From an optimization exercise on the open Yosys and OpenROAD flow, aimed at small area; shortcuts taken in it are not production practice.

Setup of the previous run:
Design tiler_top, start of the top module:
module tiler_top (
  input  logic                      clk_int,
  input  logic                      rst_ni,
  input  logic                      clear_i,
  input  logic                      start_i,
  input  logic [53:0]               cfg_i,
  output logic                      ready_o,
  output logic                      valid_o,
  output logic [363:0]              result_o
);
==> module tiler_top, before the edit <==
module tiler_top (
  input  logic                      clk_int,
  input  logic                      rst_ni,
  input  logic                      clear_i,
  input  logic                      start_i,
  input  logic [53:0]               cfg_i,
  output logic                      ready_o,
  output logic                      valid_o,
  output logic [363:0]              result_o
);
  function automatic logic ge_const(input logic [12:0] x, input logic [12:0] k);
    ge_const = 1'b1;
    for (int i = 0; i < 13; i++) begin
      ge_const = k[i] ? (x[i] & ge_const) : (x[i] | ge_const);
    end
  endfunction
  logic       busy_q, valid_q, last;
  logic [5:0] t_q;
  logic       load, ph_div, ph_p, ph_xw;
  assign load   = start_i & ~busy_q;
  assign ph_div = busy_q & (t_q < 6'd13);
  assign ph_p   = busy_q & (t_q >= 6'd13) & (t_q < 6'd26);
  assign ph_xw  = busy_q & (t_q >= 6'd26);
  assign last   = busy_q & (t_q == 6'd50);
  always_ff @(posedge clk_int or negedge rst_ni) begin
    if (!rst_ni) begin
      busy_q  <= 1'b0;
      valid_q <= 1'b0;
    end else if (clear_i) begin
      busy_q  <= 1'b0;
      valid_q <= 1'b0;
    end else begin
      valid_q <= last;
      if (load)      busy_q <= 1'b1;
      else if (last) busy_q <= 1'b0;
    end
  end
  always_ff @(posedge clk_int) begin
    t_q <= busy_q ? t_q + 6'd1 : 6'd0;
  end
  logic [15:0] n_q, k_q;
  logic [1:0]  m_lo_q;
  logic [2:0]  op_q;
  logic [1:0]  fmt_q;
  always_ff @(posedge clk_int) begin
    if (load) begin
      n_q    <= cfg_i[21:6];
      k_q    <= cfg_i[37:22];
      m_lo_q <= cfg_i[39:38];
      op_q   <= cfg_i[5:3];
      fmt_q  <= {cfg_i[2] | cfg_i[1], cfg_i[2] | cfg_i[0]};
    end
  end
  logic [14:0] u_d;
  logic [12:0] u_q;
  logic [1:0]  r3_q;
  logic        u_msb, qbit;
  logic [2:0]  tr;
  tiler_rca #(.W(15)) u_rca_u (.a({1'b0, cfg_i[53:40]}), .b({13'd0, 1'b1, cfg_i[39] | cfg_i[38]}),
                               .ci(1'b0), .s(u_d), .co());
  assign u_msb = u_q[12];
  assign tr    = {r3_q, u_msb};
  assign qbit  = (tr >= 3'd3);
  always_ff @(posedge clk_int) begin
    if (load) begin
      u_q  <= u_d[12:0];
      r3_q <= u_d[14:13];
    end else begin
      u_q <= {u_q[11:0], ph_div ? qbit : u_msb};
      if (ph_div) r3_q <= qbit ? 2'(tr - 3'd3) : tr[1:0];
    end
  end
  logic [12:0] a_iter, b_iter, c_iter;
  logic [13:0] d_iter;
  logic [3:0]  m_mod;
  logic        n_lo_nz;
  assign a_iter  = {u_q[11:0], u_q[12]};
  assign n_lo_nz = |n_q[1:0];
  tiler_rca #(.W(13)) u_rca_b (.a({1'b0, k_q[15:4]}), .b(13'd0), .ci(|k_q[3:0]), .s(b_iter), .co());
  tiler_rca #(.W(13)) u_rca_c (.a({1'b0, n_q[15:4]}), .b(13'd0), .ci(|n_q[3:0]), .s(c_iter), .co());
  tiler_rca #(.W(14)) u_rca_d (.a(n_q[15:2]), .b(14'd0), .ci(n_lo_nz), .s(d_iter), .co());
  assign m_mod   = {(m_lo_q == 2'd0) ? ((r3_q == 2'd2) ? 2'd0 : r3_q + 2'd1) : r3_q, m_lo_q};
  logic [17:0] n3, k3;
  tiler_rca #(.W(18)) u_rca_n3 (.a({2'b0, n_q}), .b({1'b0, n_q, 1'b0}), .ci(1'b0), .s(n3), .co());
  tiler_rca #(.W(18)) u_rca_k3 (.a({2'b0, k_q}), .b({1'b0, k_q, 1'b0}), .ci(1'b0), .s(k3), .co());
  logic [2:0] slots;
  assign slots = {1'b0, n_q[3:2]} + {2'b0, n_lo_nz};
  logic [24:0] p_q;
  logic        abit;
  logic [24:0] p_add;
  assign abit  = ph_p & u_msb;
  tiler_rca #(.W(25)) u_rca_p (.a({p_q[23:0], 1'b0}), .b({12'd0, b_iter & {13{abit}}}),
                               .ci(1'b0), .s(p_add), .co());
  always_ff @(posedge clk_int) begin
    p_q <= {p_add[24:1], p_add[0] | (ph_xw & p_q[24])};
  end
  logic        pbit;
  logic [31:0] x_q;
  logic [29:0] w_q;
  assign pbit = ph_xw & p_q[24];
  logic [31:0] x_add;
  logic [29:0] w_add;
  tiler_rca #(.W(32)) u_rca_x (.a({x_q[30:0], 1'b0}), .b({19'd0, c_iter & {13{pbit}}}),
                               .ci(1'b0), .s(x_add), .co());
  tiler_rca #(.W(30)) u_rca_w (.a({w_q[28:0], 1'b0}), .b({16'd0, d_iter & {14{pbit}}}),
                               .ci(1'b0), .s(w_add), .co());
  always_ff @(posedge clk_int) begin
    x_q <= x_add;
    w_q <= w_add;
  end
  logic [26:0] p3;
  logic        c3;
  assign c3 = p_q[12] ? ge_const(p_q[12:0], 13'd5462) : ge_const(p_q[12:0], 13'd2731);
  tiler_rca #(.W(13)) u_rca_p3l (.a(p_q[12:0]), .b({p_q[11:0], 1'b0}),
                                 .ci(1'b0), .s(p3[12:0]), .co());
  tiler_rca #(.W(14)) u_rca_p3h (.a({2'b0, p_q[24:13]}), .b({1'b0, p_q[24:12]}),
                                 .ci(c3), .s(p3[26:13]), .co());
  logic [4:0] s1_op;
  logic [2:0] s1_rnd, s2_rnd, cfmt;
  always_comb begin
    case (op_q[2:1])
      2'd0:    s1_op = 5'd0;
      2'd1:    s1_op = 5'd2;
      2'd2:    s1_op = 5'd3;
      default: s1_op = 5'd7;
    endcase
  end
  assign s1_rnd = {2'b0, op_q[2] & op_q[1]};
  assign s2_rnd = {2'b0, ~op_q[0] & (op_q[2] ^ op_q[1])};
  assign cfmt   = {fmt_q[1], ~fmt_q[1], fmt_q[0]};
  assign result_o = {
    3'd0, a_iter,                  
    3'd0, c_iter,                  
    d_iter, 2'd0,                  
    3'd0, b_iter,                  
    4'd0, m_mod,                   
    4'd0, n_q[3:0],                
    6'd0, n_q[1:0],                
    4'd0, k_q[3:0],                
    3'd0, slots, 2'd0,             
    15'd0, n_q, 1'b0,              
    11'd0, n3, 3'd0,               
    15'd0, k_q, 1'b0,              
    11'd0, k3, 3'd0,               
    s1_op,                         
    5'd7,                          
    s1_rnd,                        
    s2_rnd,                        
    cfmt,                          
    op_q != 3'd0,                  
    p_q[15:0],                     
    x_q,                           
    w_q, 2'd0,                     
    3'd0, p3, 2'd0                 
  };
  assign ready_o = ~busy_q;
  assign valid_o = valid_q;
endmodule
clock: 10.0 ns
lec_check: 0
cap_margin: 20
core_margin: 2
core_utilization: 40
slew_margin: 20
standard.sh (not shown) runs the stock make flow with config.mk's settings and CLKGATE_MAP_FILE= SYNTH_SCRIPT=/design/flow/synth_recipe.tcl, a recipe that flattens the netlist after the stock synthesis.
==> flow/flow/run.sh <==
#!/bin/bash
# The standard layout, with the smallest buffer on the ports, the constant
# outputs left on the synthesis tie cells, and a small clock tree.
set -euo pipefail
export BUFFER_PORTS_ARGS="-buffer_cell sky130_fd_sc_hd__buf_1"
export SKIP_REPAIR_TIE_FANOUT=1
export CTS_ARGS="-sink_clustering_enable -repair_clock_nets -dont_use_dummy_load -buf_list sky130_fd_sc_hd__clkbuf_8 -root_buf sky130_fd_sc_hd__clkbuf_8 -sink_clustering_size 40 -sink_clustering_max_diameter 300 -sink_clustering_buffer sky130_fd_sc_hd__clkbuf_16"
bash standard.sh > standard_flow.log 2>&1
For the current run, these inputs were changed with respect to the previous run:
-- flow/design.v --
<<< the previous run, line 19
    end
  endfunction
  logic       busy_q, valid_q, last;
  logic [5:0] t_q;
  logic       load, ph_div, ph_p, ph_xw;
  assign load   = start_i & ~busy_q;
  assign ph_div = busy_q & (t_q < 6'd13);
  assign ph_p   = busy_q & (t_q >= 6'd13) & (t_q < 6'd26);
  assign ph_xw  = busy_q & (t_q >= 6'd26);
  assign last   = busy_q & (t_q == 6'd50);
  always_ff @(posedge clk_int or negedge rst_ni) begin
    if (!rst_ni) begin
      busy_q  <= 1'b0;
      valid_q <= 1'b0;
    end else if (clear_i) begin
      busy_q  <= 1'b0;
      valid_q <= 1'b0;
    end else begin
      valid_q <= last;
      if (load)      busy_q <= 1'b1;
      else if (last) busy_q <= 1'b0;
    end
  end
  always_ff @(posedge clk_int) begin
    t_q <= busy_q ? t_q + 6'd1 : 6'd0;
  end
  logic [15:0] n_q, k_q;
>>> the current run, line 19
    end
  endfunction
  logic       busy_q, valid;
  logic [5:0] t_q;
  logic       load, ph_div, ph_p, ph_xw;
  assign load   = start_i & ready_o;
  assign ph_div = busy_q & (t_q < 6'd13);
  assign ph_p   = busy_q & (t_q >= 6'd13) & (t_q < 6'd26);
  assign ph_xw  = busy_q & (t_q >= 6'd26);
  assign valid  = busy_q & (t_q == 6'd51);
  always_ff @(posedge clk_int or negedge rst_ni) begin
    if (!rst_ni) begin
      busy_q <= 1'b0;
    end else if (clear_i) begin
      busy_q <= 1'b0;
    end else begin
      if (load)       busy_q <= 1'b1;
      else if (valid) busy_q <= 1'b0;
    end
  end
  always_ff @(posedge clk_int) begin
    t_q <= (busy_q & ~valid) ? t_q + 6'd1 : 6'd0;
  end
  logic [15:0] n_q, k_q;
<<< the previous run, line 158
    3'd0, p3, 2'd0                 
  };
  assign ready_o = ~busy_q;
  assign valid_o = valid_q;
endmodule
module tiler_rca #(
>>> the current run, line 155
    3'd0, p3, 2'd0                 
  };
  assign ready_o = ~busy_q | valid;
  assign valid_o = valid;
endmodule
module tiler_rca #(
[summary]
Summary: final hold slack, the current run better than the previous run. All of the previous run and the current run finish clean. The previous run → the current run: area share of fa/ha/maj cells after synthesis did not really move, achievable clock frequency did not really move. The current run vs. the previous run: first-pass GRT wire length moved up, area growth from synthesis to layout level.
Function was not checked in any run of this note: the RTL went through the layout flow alone.

-- static timing again, ports no longer ideal --
Ports are ideal in the flow. The routed layouts listed here were re-timed in OpenROAD. Step 1 (the two cells are an assumption about what drives the block):
set clk [get_ports {clk_int}]
set_driving_cell -lib_cell sky130_fd_sc_hd__clkbuf_16 $clk
set_driving_cell -lib_cell sky130_fd_sc_hd__buf_2 [delete_from_list [all_inputs] $clk]
Step 2 times the ports against the registers' clock, not the clock port: input delays grow and output delays shrink by t, the midpoint of the rising clock arrivals with the driver on. Slacks: ideal ports / drivers / drivers and shift; pairs: ideal ports / drivers.
| run | shift t [ns] | slack for setup (ns) | pins driven straight from the clock port |
|---|---|---|---|
| the previous run | 0.473 | 0.371 / 0.371 / 0.371 | 1 |
| the current run | 0.469 | 0.397 / 0.397 / 0.397 | 1 |
After both steps every run listed still meets setup and hold.
